Source: an optimization exercise on an open RTL-to-GDS flow (aim: small area). Production flows keep margins and buffers that such runs may drop.
Function was checked by simulation only, so behaviour that the tests miss may differ from the original.
The clock port is modelled as an ideal driver, which makes a skipped or thinned clock tree look cheaper than it is; a real chip needs a root buffer or a tree.
No activity file was given, so power comes from the tool's default toggle rates.

==> run P: inputs <==
==> flow/design.v <==
package rhythmPkg;
	localparam int LANE_COUNT = 3;
	localparam int POS_W = 10;                       
	localparam int PHASE_W = 6;                      
	localparam int CHART_LEN = 24;
	localparam int ROWS_W = 5;                       
	localparam int SCAN_W = 16;
endpackage
`timescale 1ns/1ps
import rhythmPkg::*;
module noteChart (
	input  logic DIV_CLK,
	input  logic reset,
	input  logic stepEnable,
	output logic [rhythmPkg::PHASE_W-1:0] phaseDown,     
	output logic [rhythmPkg::ROWS_W-1:0] rowCount         
);
	always_ff @(posedge DIV_CLK or posedge reset)
	begin
		if (reset)
		begin
			phaseDown <= '0;
			rowCount <= '0;
		end
		else if (stepEnable)
		begin
			phaseDown <= phaseDown - 1'b1;
			if (phaseDown == '0)
				rowCount <= (rowCount == '1) ? ROWS_W'(32 - CHART_LEN) : rowCount + 1'b1;
		end
	end
endmodule
module acceptedRow (
	input  logic [rhythmPkg::ROWS_W-1:0] idx,
	output logic [rhythmPkg::LANE_COUNT-1:0] notes
);
	always_comb
	begin
		case (idx)
			5'd0, 5'd24:  notes = 3'b001;
			5'd1, 5'd25:  notes = 3'b010;
			5'd2, 5'd26:  notes = 3'b100;
			5'd3, 5'd27:  notes = 3'b011;
			5'd4, 5'd28:  notes = 3'b000;
			5'd5, 5'd29:  notes = 3'b111;
			5'd6, 5'd30:  notes = 3'b101;
			5'd7, 5'd31:  notes = 3'b001;
			5'd8:  notes = 3'b110;
			5'd9:  notes = 3'b001;
			5'd10: notes = 3'b000;   
			5'd11: notes = 3'b001;
			5'd12: notes = 3'b010;
			5'd13: notes = 3'b100;
			5'd14: notes = 3'b000;
			5'd15: notes = 3'b111;
			5'd16: notes = 3'b011;
			5'd17: notes = 3'b110;
			5'd18: notes = 3'b101;
			5'd19: notes = 3'b000;
			5'd20: notes = 3'b010;
			5'd21: notes = 3'b001;
			5'd22: notes = 3'b100;
			default: notes = 3'b111;
		endcase
	end
endmodule
module rowsBack (
	input  logic [rhythmPkg::ROWS_W-1:0] rowCount,
	input  logic [3:0] g,
	output logic [rhythmPkg::LANE_COUNT-1:0] notes
);
	logic [ROWS_W:0] diff;
	logic [LANE_COUNT-1:0] row;
	assign diff = {1'b0, rowCount} - {2'b0, g};
	acceptedRow rom (.idx(diff[ROWS_W-1:0]), .notes(row));
	assign notes = diff[ROWS_W] ? '0 : row;
endmodule
`timescale 1ns/1ps
import rhythmPkg::*;
module laneTracker (
	input  logic [rhythmPkg::PHASE_W-1:0] phaseDown,
	input  logic [rhythmPkg::ROWS_W-1:0] rowCount,
	input  logic stepEnable,
	input  logic [rhythmPkg::LANE_COUNT-1:0] buttons,
	output logic [rhythmPkg::LANE_COUNT-1:0] laneHit
);
	logic late;                                  
	logic early;                                 
	logic [LANE_COUNT-1:0] notes;
	assign late = phaseDown >= 6'd41;
	assign early = phaseDown <= 6'd17;
	rowsBack back (.rowCount, .g(late ? 4'd8 : 4'd7), .notes);
	assign laneHit = (stepEnable && (late || early)) ? (buttons & notes) : '0;
endmodule
`timescale 1ns/1ps
import rhythmPkg::*;
module gameControl (
	input  logic DIV_CLK,
	input  logic reset,
	input  logic start,
	input  logic pause,
	input  logic frameTick,
	input  logic [rhythmPkg::LANE_COUNT-1:0] laneHit,
	output logic stepEnable,
	output logic [15:0] score
);
	logic playState;                             
	assign stepEnable = frameTick && playState && !pause;
	always_ff @(posedge DIV_CLK or posedge reset)
	begin
		if (reset)
		begin
			playState <= 1'b0;
			score <= '0;
		end
		else if (!playState)
		begin
			score <= '0;                         
			if (frameTick && start)
				playState <= 1'b1;
		end
		else if (stepEnable)
			score <= score + (laneHit[0] + laneHit[1] + laneHit[2]);
	end
endmodule
`timescale 1ns/1ps
import rhythmPkg::*;
module laneRenderer (
	input  logic DIV_CLK,
	input  logic reset,
	input  logic [rhythmPkg::POS_W-1:0] pixelX,
	input  logic [rhythmPkg::POS_W-1:0] pixelY,
	input  logic displayArea,
	input  logic [rhythmPkg::LANE_COUNT-1:0] laneButtons,
	input  logic [rhythmPkg::PHASE_W-1:0] phaseDown,
	input  logic [rhythmPkg::ROWS_W-1:0] rowCount,
	output logic vgaRed,
	output logic vgaGreen,
	output logic vgaBlue
);
	logic [LANE_COUNT-1:0] inCols;
	logic [LANE_COUNT-1:0] noteHit;
	logic bar;
	logic [POS_W:0] u;                           
	logic [4:0] g;                               
	logic near;
	logic [LANE_COUNT-1:0] notes;
	assign inCols[0] = pixelX <= 10'd199;
	assign inCols[1] = pixelX >= 10'd220 && pixelX <= 10'd419;
	assign inCols[2] = pixelX >= 10'd440 && pixelX <= 10'd639;
	assign u = {1'b0, pixelY} + {5'b0, phaseDown} + 11'd21;
	assign g = u[POS_W:6];
	assign near = u[5:0] <= 6'd40 && g != 5'd0
		&& (g[4:3] == 2'd0 || (g == 5'd8 && phaseDown >= 6'd20));
	rowsBack back (.rowCount, .g(g[3:0]), .notes);
	assign noteHit = (near ? notes : '0) & inCols;
	assign bar = |(inCols & laneButtons) && pixelY >= 10'd410 && pixelY <= 10'd450;
	always_ff @(posedge DIV_CLK or posedge reset)
	begin
		if (reset)
		begin
			vgaRed <= 1'b0;
			vgaGreen <= 1'b0;
			vgaBlue <= 1'b0;
		end
		else
		begin
			vgaRed <= displayArea && (noteHit[0] || bar);
			vgaGreen <= displayArea && (noteHit[1] || bar);
			vgaBlue <= displayArea && (noteHit[2] || bar);
		end
	end
endmodule
`timescale 1ns/1ps
import rhythmPkg::*;
module scoreDisplay (
	input  logic DIV_CLK,
	input  logic reset,
	input  logic [15:0] score,
	output logic [3:0] anodes,
	output logic [6:0] segments
);
	logic [SCAN_W-1:0] scanCount;
	logic [1:0] digitSel;
	logic [3:0] digit;
	always_ff @(posedge DIV_CLK or posedge reset)
	begin
		if (reset)
			scanCount <= '0;
		else
			scanCount <= scanCount + 1'b1;        
	end
	assign digitSel = scanCount[SCAN_W-1 -: 2];
	assign anodes = ~(4'b0001 << digitSel);      
	assign digit = score[digitSel*4 +: 4];
	always_comb
	begin
		case (digit)
			4'h0: segments = 7'b0000001;
			4'h1: segments = 7'b1001111;
			4'h2: segments = 7'b0010010;
			4'h3: segments = 7'b0000110;
			4'h4: segments = 7'b1001100;
			4'h5: segments = 7'b0100100;
			4'h6: segments = 7'b0100000;
			4'h7: segments = 7'b0001111;
			4'h8: segments = 7'b0000000;
			4'h9: segments = 7'b0000100;
			4'hA: segments = 7'b0001000;
			4'hB: segments = 7'b1100000;   
			4'hC: segments = 7'b0110001;
			4'hD: segments = 7'b1000001;   
			4'hE: segments = 7'b0110000;
			default: segments = 7'b0111000;   
		endcase
	end
endmodule
`timescale 1ns/1ps
import rhythmPkg::*;
module rhythmGameTop (
	input  logic DIV_CLK,
	input  logic reset,
	input  logic start,
	input  logic pause,
	input  logic frameTick,
	input  logic [rhythmPkg::LANE_COUNT-1:0] laneButtons,
	input  logic [rhythmPkg::POS_W-1:0] pixelX,
	input  logic [rhythmPkg::POS_W-1:0] pixelY,
	input  logic displayArea,
	output logic vgaRed,
	output logic vgaGreen,
	output logic vgaBlue,
	output logic [3:0] anodes,
	output logic [6:0] segments
);
	logic stepEnable;
	logic [LANE_COUNT-1:0] laneHit;
	logic [15:0] score;
	logic [PHASE_W-1:0] phaseDown;
	logic [ROWS_W-1:0] rowCount;
	gameControl gameControl_i (.DIV_CLK, .reset, .start, .pause, .frameTick, .laneHit,
		.stepEnable, .score);
	noteChart noteChart_i (.DIV_CLK, .reset, .stepEnable, .phaseDown, .rowCount);
	laneTracker laneTracker_i (.phaseDown, .rowCount, .stepEnable,
		.buttons(laneButtons), .laneHit);
	laneRenderer laneRenderer_i (.DIV_CLK, .reset, .pixelX, .pixelY, .displayArea,
		.laneButtons, .phaseDown, .rowCount, .vgaRed, .vgaGreen, .vgaBlue);
	scoreDisplay scoreDisplay_i (.DIV_CLK, .reset, .score, .anodes, .segments);
endmodule
==> flow/flow/run.sh <==
#!/bin/bash
# The standard layout (standard.sh) with an area-oriented synthesis, the
# smallest buffer on the ports and a clock tree without dummy loads.
set -euo pipefail
W=$(pwd)
F=$W/flow
export OWN_ABC_SCRIPT=$F/abc_area.script
export BUFFER_PORTS_ARGS="-buffer_cell sky130_fd_sc_hd__buf_1"
export CTS_ARGS="-sink_clustering_enable -repair_clock_nets -dont_use_dummy_load"
bash standard.sh SYNTH_SCRIPT=$F/synth.tcl finish > $W/standard_flow.log 2>&1
==> flow/flow/abc_area.script <==
strash
&get -n
&fraig -x
&put
scorr
dc2
strash
&get -n
&dch -f
&nf -a -R 1000
&put
==> flow/flow/synth.tcl <==
# synth_recipe.tcl with two changes to ORFS's synth.tcl: ABC maps with
# abc_area.script (beside this file), and the adders are left to ABC instead of
# being mapped to half/full adder cells first. Registers are untouched.
proc synth {args} { yosys synth -nofsm -noshare {*}$args }
set f [open $::env(SCRIPTS_DIR)/synth.tcl]
set txt [read $f]
close $f
set old {log_cmd abc {*}$abc_args}
if { [string first $old $txt] < 0 } { error "abc call not found in synth.tcl" }
set txt [string map [list $old {log_cmd abc -script $::env(OWN_ABC_SCRIPT) {*}[lrange $abc_args 2 end]}] $txt]
set ::env(ADDER_MAP_FILE) ""
eval $txt
# left out here: clear keep_hierarchy, flatten, clean up, hide names made inside functions, write 1_2_yosys.v
==> flow/standard.sh <==
#!/bin/bash
# synth_recipe.tcl (not shown) runs the flow's synth.tcl, then flattens the netlist and writes it again
# the make line also repeats each setting of config.mk as NAME=value (left out here)
make -C /OpenROAD-flow-scripts/flow DESIGN_CONFIG=/design/flow/config.mk WORK_HOME=/design/flow/orfs CLKGATE_MAP_FILE= SYNTH_SCRIPT=/design/flow/synth_recipe.tcl "${@:-finish}"
==> flow/config.mk <==
export PLATFORM = sky130hd
export DESIGN_NAME = rhythmGameTop
export DESIGN_NICKNAME = rhythmGameTop
export VERILOG_FILES = /design/flow/design.v
export SDC_FILE = /design/flow/constraint.sdc
export NUM_CORES = 4
export LEC_CHECK = 0
export CAP_MARGIN = 20
export CORE_MARGIN = 2
export CORE_UTILIZATION = 40
export SLEW_MARGIN = 20
==> flow/constraint.sdc <==
create_clock -name core_clock -period 7.0 [get_ports {DIV_CLK}]
set_input_delay 1.4000 -clock core_clock [delete_from_list [all_inputs] [get_ports {DIV_CLK}]]
set_output_delay 1.4000 -clock core_clock [all_outputs]
set_load 0.01 [all_outputs]
==> run E (differences from run P) <==
--- a/flow/design.v
+++ b/flow/design.v
@@ -115,10 +115,8 @@
 		end
-		else if (!playState)
-		begin
-			score <= '0;                         
+		else
+		begin
 			if (frameTick && start)
 				playState <= 1'b1;
-		end
-		else if (stepEnable)
 			score <= score + (laneHit[0] + laneHit[1] + laneHit[2]);
+		end
 	end
@@ -182,13 +180,22 @@
 );
-	logic [SCAN_W-1:0] scanCount;
+	logic [SCAN_W-3:0] scanLow;
 	logic [1:0] digitSel;
+	logic lowZero;                               
 	logic [3:0] digit;
-	always_ff @(posedge DIV_CLK or posedge reset)
-	begin
-		if (reset)
-			scanCount <= '0;
+	assign lowZero = scanLow[SCAN_W-4:0] == '0;
+	always_ff @(posedge DIV_CLK or posedge reset)
+	begin
+		if (reset)
+		begin
+			scanLow <= '0;
+			digitSel <= '0;
+		end
 		else
-			scanCount <= scanCount + 1'b1;        
-	end
-	assign digitSel = scanCount[SCAN_W-1 -: 2];
+		begin
+			scanLow <= {scanLow[SCAN_W-4:0],
+				scanLow[13] ^ scanLow[11] ^ scanLow[1] ^ scanLow[0] ^ lowZero};
+			if (lowZero && scanLow[13])
+				digitSel <= digitSel + 1'b1;
+		end
+	end
 	assign anodes = ~(4'b0001 << digitSel);      
--- a/flow/flow/run.sh
+++ b/flow/flow/run.sh
@@ -1,3 +1,4 @@
 #!/bin/bash
-# The standard layout (standard.sh) with an area-oriented synthesis, the
+# The standard layout (standard.sh) with an area-oriented synthesis (ABC with
+# deepsyn, adders left to ABC), the
 # smallest buffer on the ports and a clock tree without dummy loads.
==> flow/flow/abc_area.script (replaced) <==
strash
&get -n
&fraig -x
&put
scorr
dc2
strash
&get -n
&deepsyn -T 60
&put
strash
&get -n
&dch -f
&nf -a -R 1000
&put
==> run H (differences from run P) <==
--- a/flow/design.v
+++ b/flow/design.v
@@ -5,2 +5,3 @@
 	localparam int CHART_LEN = 24;
+	localparam int PHASE_AT_RESET = 44;              
 	localparam int ROWS_W = 5;                       
@@ -21,3 +22,3 @@
 		begin
-			phaseDown <= '0;
+			phaseDown <= PHASE_AT_RESET;
 			rowCount <= '0;
@@ -68,3 +69,3 @@
 	input  logic [rhythmPkg::ROWS_W-1:0] rowCount,
-	input  logic [3:0] g,
+	input  logic [2:0] g,
 	output logic [rhythmPkg::LANE_COUNT-1:0] notes
@@ -73,3 +74,3 @@
 	logic [LANE_COUNT-1:0] row;
-	assign diff = {1'b0, rowCount} - {2'b0, g};
+	assign diff = {1'b0, rowCount} - {3'b0, g};
 	acceptedRow rom (.idx(diff[ROWS_W-1:0]), .notes(row));
@@ -86,9 +87,7 @@
 );
-	logic late;                                  
-	logic early;                                 
+	logic inWindow;
 	logic [LANE_COUNT-1:0] notes;
-	assign late = phaseDown >= 6'd41;
-	assign early = phaseDown <= 6'd17;
-	rowsBack back (.rowCount, .g(late ? 4'd8 : 4'd7), .notes);
-	assign laneHit = (stepEnable && (late || early)) ? (buttons & notes) : '0;
+	assign inWindow = phaseDown >= 6'd21 && phaseDown <= 6'd61;
+	rowsBack back (.rowCount, .g(3'd7), .notes);
+	assign laneHit = (stepEnable && inWindow) ? (buttons & notes) : '0;
 endmodule
@@ -115,10 +114,8 @@
 		end
-		else if (!playState)
-		begin
-			score <= '0;                         
+		else
+		begin
 			if (frameTick && start)
 				playState <= 1'b1;
-		end
-		else if (stepEnable)
 			score <= score + (laneHit[0] + laneHit[1] + laneHit[2]);
+		end
 	end
@@ -144,3 +141,3 @@
 	logic [POS_W:0] u;                           
-	logic [4:0] g;                               
+	logic [4:0] h;                               
 	logic near;
@@ -150,7 +147,6 @@
 	assign inCols[2] = pixelX >= 10'd440 && pixelX <= 10'd639;
-	assign u = {1'b0, pixelY} + {5'b0, phaseDown} + 11'd21;
-	assign g = u[POS_W:6];
-	assign near = u[5:0] <= 6'd40 && g != 5'd0
-		&& (g[4:3] == 2'd0 || (g == 5'd8 && phaseDown >= 6'd20));
-	rowsBack back (.rowCount, .g(g[3:0]), .notes);
+	assign u = {1'b0, pixelY} + {5'b0, phaseDown};
+	assign h = u[POS_W:6];
+	assign near = u[5:0] >= 6'd23 && h <= 5'd7 && (h != 5'd0 || phaseDown <= 6'd43);
+	rowsBack back (.rowCount, .g(h[2:0]), .notes);
 	assign noteHit = (near ? notes : '0) & inCols;
@@ -182,13 +178,22 @@
 );
-	logic [SCAN_W-1:0] scanCount;
+	logic [SCAN_W-3:0] scanLow;
 	logic [1:0] digitSel;
+	logic lowZero;                               
 	logic [3:0] digit;
-	always_ff @(posedge DIV_CLK or posedge reset)
-	begin
-		if (reset)
-			scanCount <= '0;
+	assign lowZero = scanLow[SCAN_W-4:0] == '0;
+	always_ff @(posedge DIV_CLK or posedge reset)
+	begin
+		if (reset)
+		begin
+			scanLow <= '0;
+			digitSel <= '0;
+		end
 		else
-			scanCount <= scanCount + 1'b1;        
-	end
-	assign digitSel = scanCount[SCAN_W-1 -: 2];
+		begin
+			scanLow <= {scanLow[SCAN_W-4:0],
+				scanLow[13] ^ scanLow[11] ^ scanLow[1] ^ scanLow[0] ^ lowZero};
+			if (lowZero && scanLow[13])
+				digitSel <= digitSel + 1'b1;
+		end
+	end
 	assign anodes = ~(4'b0001 << digitSel);      
==> flow/flow/run.sh (replaced) <==
#!/bin/bash
# The standard layout (standard.sh) with three changes: an area-oriented
# synthesis (synth.tcl: ABC with deepsyn, adders left to ABC), the smallest
# buffer on the ports, and a few clock buffers in place of the clock tree
# (cts_hook.tcl). Its output goes to standard_flow.log; ORFS's own logs are
# under orfs/logs.
set -euo pipefail
W=$(pwd)
F=$W/flow
export OWN_ABC_SCRIPT=$F/abc_area.script
export BUFFER_PORTS_ARGS="-buffer_cell sky130_fd_sc_hd__buf_1"
export PRE_CTS_TCL=$F/cts_hook.tcl
export OWN_CLK_BUFS=${OWN_CLK_BUFS:-3}
export OWN_CLK_BUF=${OWN_CLK_BUF:-sky130_fd_sc_hd__clkbuf_8}
bash standard.sh SYNTH_SCRIPT=$F/synth.tcl finish > $W/standard_flow.log 2>&1
==> flow/flow/abc_area.script (replaced) <==
strash
&get -n
&fraig -x
&put
scorr
dc2
strash
&get -n
&deepsyn -T 60
&put
strash
&get -n
&dch -f
&nf -a -R 1000
&put
==> flow/flow/cts_hook.tcl (new file) <==
# Sourced by ORFS's cts.tcl just before it runs clock_tree_synthesis (PRE_CTS_TCL).
# The design has few registers, all close together, so instead of a tree a
# few clock buffers (OWN_CLK_BUFS of cell OWN_CLK_BUF), each at the middle of
# its share of the registers, drive them straight from the clock port. The
# shares are equal in size, made by cutting the registers' spread in two along
# its longer side, again and again.
rename clock_tree_synthesis orfs_clock_tree_synthesis

# sinks: {iterm x y} lists; returns k groups of them
proc split_sinks { sinks k } {
  if { $k <= 1 } { return [list $sinks] }
  set xs [lmap s $sinks { lindex $s 1 }]
  set ys [lmap s $sinks { lindex $s 2 }]
  set dx [expr { [tcl::mathfunc::max {*}$xs] - [tcl::mathfunc::min {*}$xs] }]
  set dy [expr { [tcl::mathfunc::max {*}$ys] - [tcl::mathfunc::min {*}$ys] }]
  set axis [expr { $dx >= $dy ? 1 : 2 }]
  set sorted [lsort -real -index $axis $sinks]
  set k1 [expr { $k / 2 }]
  set n1 [expr { int(round([llength $sorted] * double($k1) / $k)) }]
  return [concat [split_sinks [lrange $sorted 0 [expr { $n1 - 1 }]] $k1] \
    [split_sinks [lrange $sorted $n1 end] [expr { $k - $k1 }]]]
}
proc clock_tree_synthesis { args } {
  set block [ord::get_db_block]
  set dbu [$block getDbUnitsPerMicron]
  set port [get_full_name [lindex [get_property [lindex [all_clocks] 0] sources] 0]]
  set net [[$block findBTerm $port] getNet]
  set k $::env(OWN_CLK_BUFS)
  set sinks {}
  foreach it [$net getITerms] {
    set bb [[$it getInst] getBBox]
    lappend sinks [list $it [expr { ([$bb xMin] + [$bb xMax]) / 2.0 / $dbu }] \
      [expr { ([$bb yMin] + [$bb yMax]) / 2.0 / $dbu }]]
  }
  set groups [split_sinks $sinks $k]
  set centres {}
  foreach g $groups {
    set sx 0
    set sy 0
    foreach s $g {
      set sx [expr { $sx + [lindex $s 1] }]
      set sy [expr { $sy + [lindex $s 2] }]
    }
    set m [expr { max(1, [llength $g]) }]
    lappend centres [list [expr { $sx / $m }] [expr { $sy / $m }]]
  }
  for { set c 0 } { $c < $k } { incr c } {
    set g [lindex $groups $c]
    if { [llength $g] == 0 } { continue }
    set pins {}
    foreach s $g {
      set it [lindex $s 0]
      lappend pins [get_pins "[[$it getInst] getName]/[[$it getMTerm] getName]"]
    }
    set x [lindex $centres $c 0]
    set y [lindex $centres $c 1]
    puts "clock buffer $c: $::env(OWN_CLK_BUF) for [llength $g] registers at ($x, $y)"
    set buf [insert_buffer -buffer_cell $::env(OWN_CLK_BUF) -net [get_nets [$net getName]] \
      -load_pins $pins -location [list $x $y] -buffer_name clkbuf_own_$c -net_name clknet_own_$c]
    foreach it [[$block findInst [get_full_name $buf]] getITerms] {
      if { [$it isOutputSignal] } { [$it getNet] setSigType CLOCK }
    }
  }
  set_propagated_clock [all_clocks]
}
==> summary of the runs <==
Sequential power, highest first: run E, run H, run P. Register-to-register slack: run P < run E < run H. In run E the sequential share of layout area is lower than in run H, by 2.2 points. In sequential cell count, run H and run P do not differ. In run E the first-iteration DRC count is lower than in run P, by about 23%. Clock-buffer cell count is the same in run E and run P. Synthesized cell count: run P > run E > run H. In run P the via count is larger than in run E, by about 12%. The highest final area belongs to run P, the lowest to run H.
In run H the design's own scripts or RTL, not TritonCTS, make the clock network.

[separate check: timing with driven ports]
How much do the figures lean on ideal ports? The routed layouts below were timed once more, with nothing changed but the port constraints. Step 1, drivers: a clkbuf_16 drives DIV_CLK and a buf_2 each remaining input, both assumed. Step 2 adds t to the input delays and takes it off the output delays; t is the mean of the earliest and latest rising clock arrival at the registers after step 1. Input paths then give back, and output paths get back, about the clock's delay inside the block. a / b / c = ideal ports / drivers / drivers and shift; a / b = the first two.
run	t, ns	setup WS [ns]	worst register clock-pin slew, ns
run P	0.315	1.105 / 1.105 / 1.105	0.09 / 0.09
run E	0.310	2.235 / 2.239 / 1.928	0.09 / 0.09
run H	0.195	2.245 / 2.269 / 2.074	0.09 / 0.09
After both steps every run listed still meets setup and hold. For run E, which loses most, drivers alone change the setup slack by +0.004 ns; drivers and shift together by -0.307 ns.
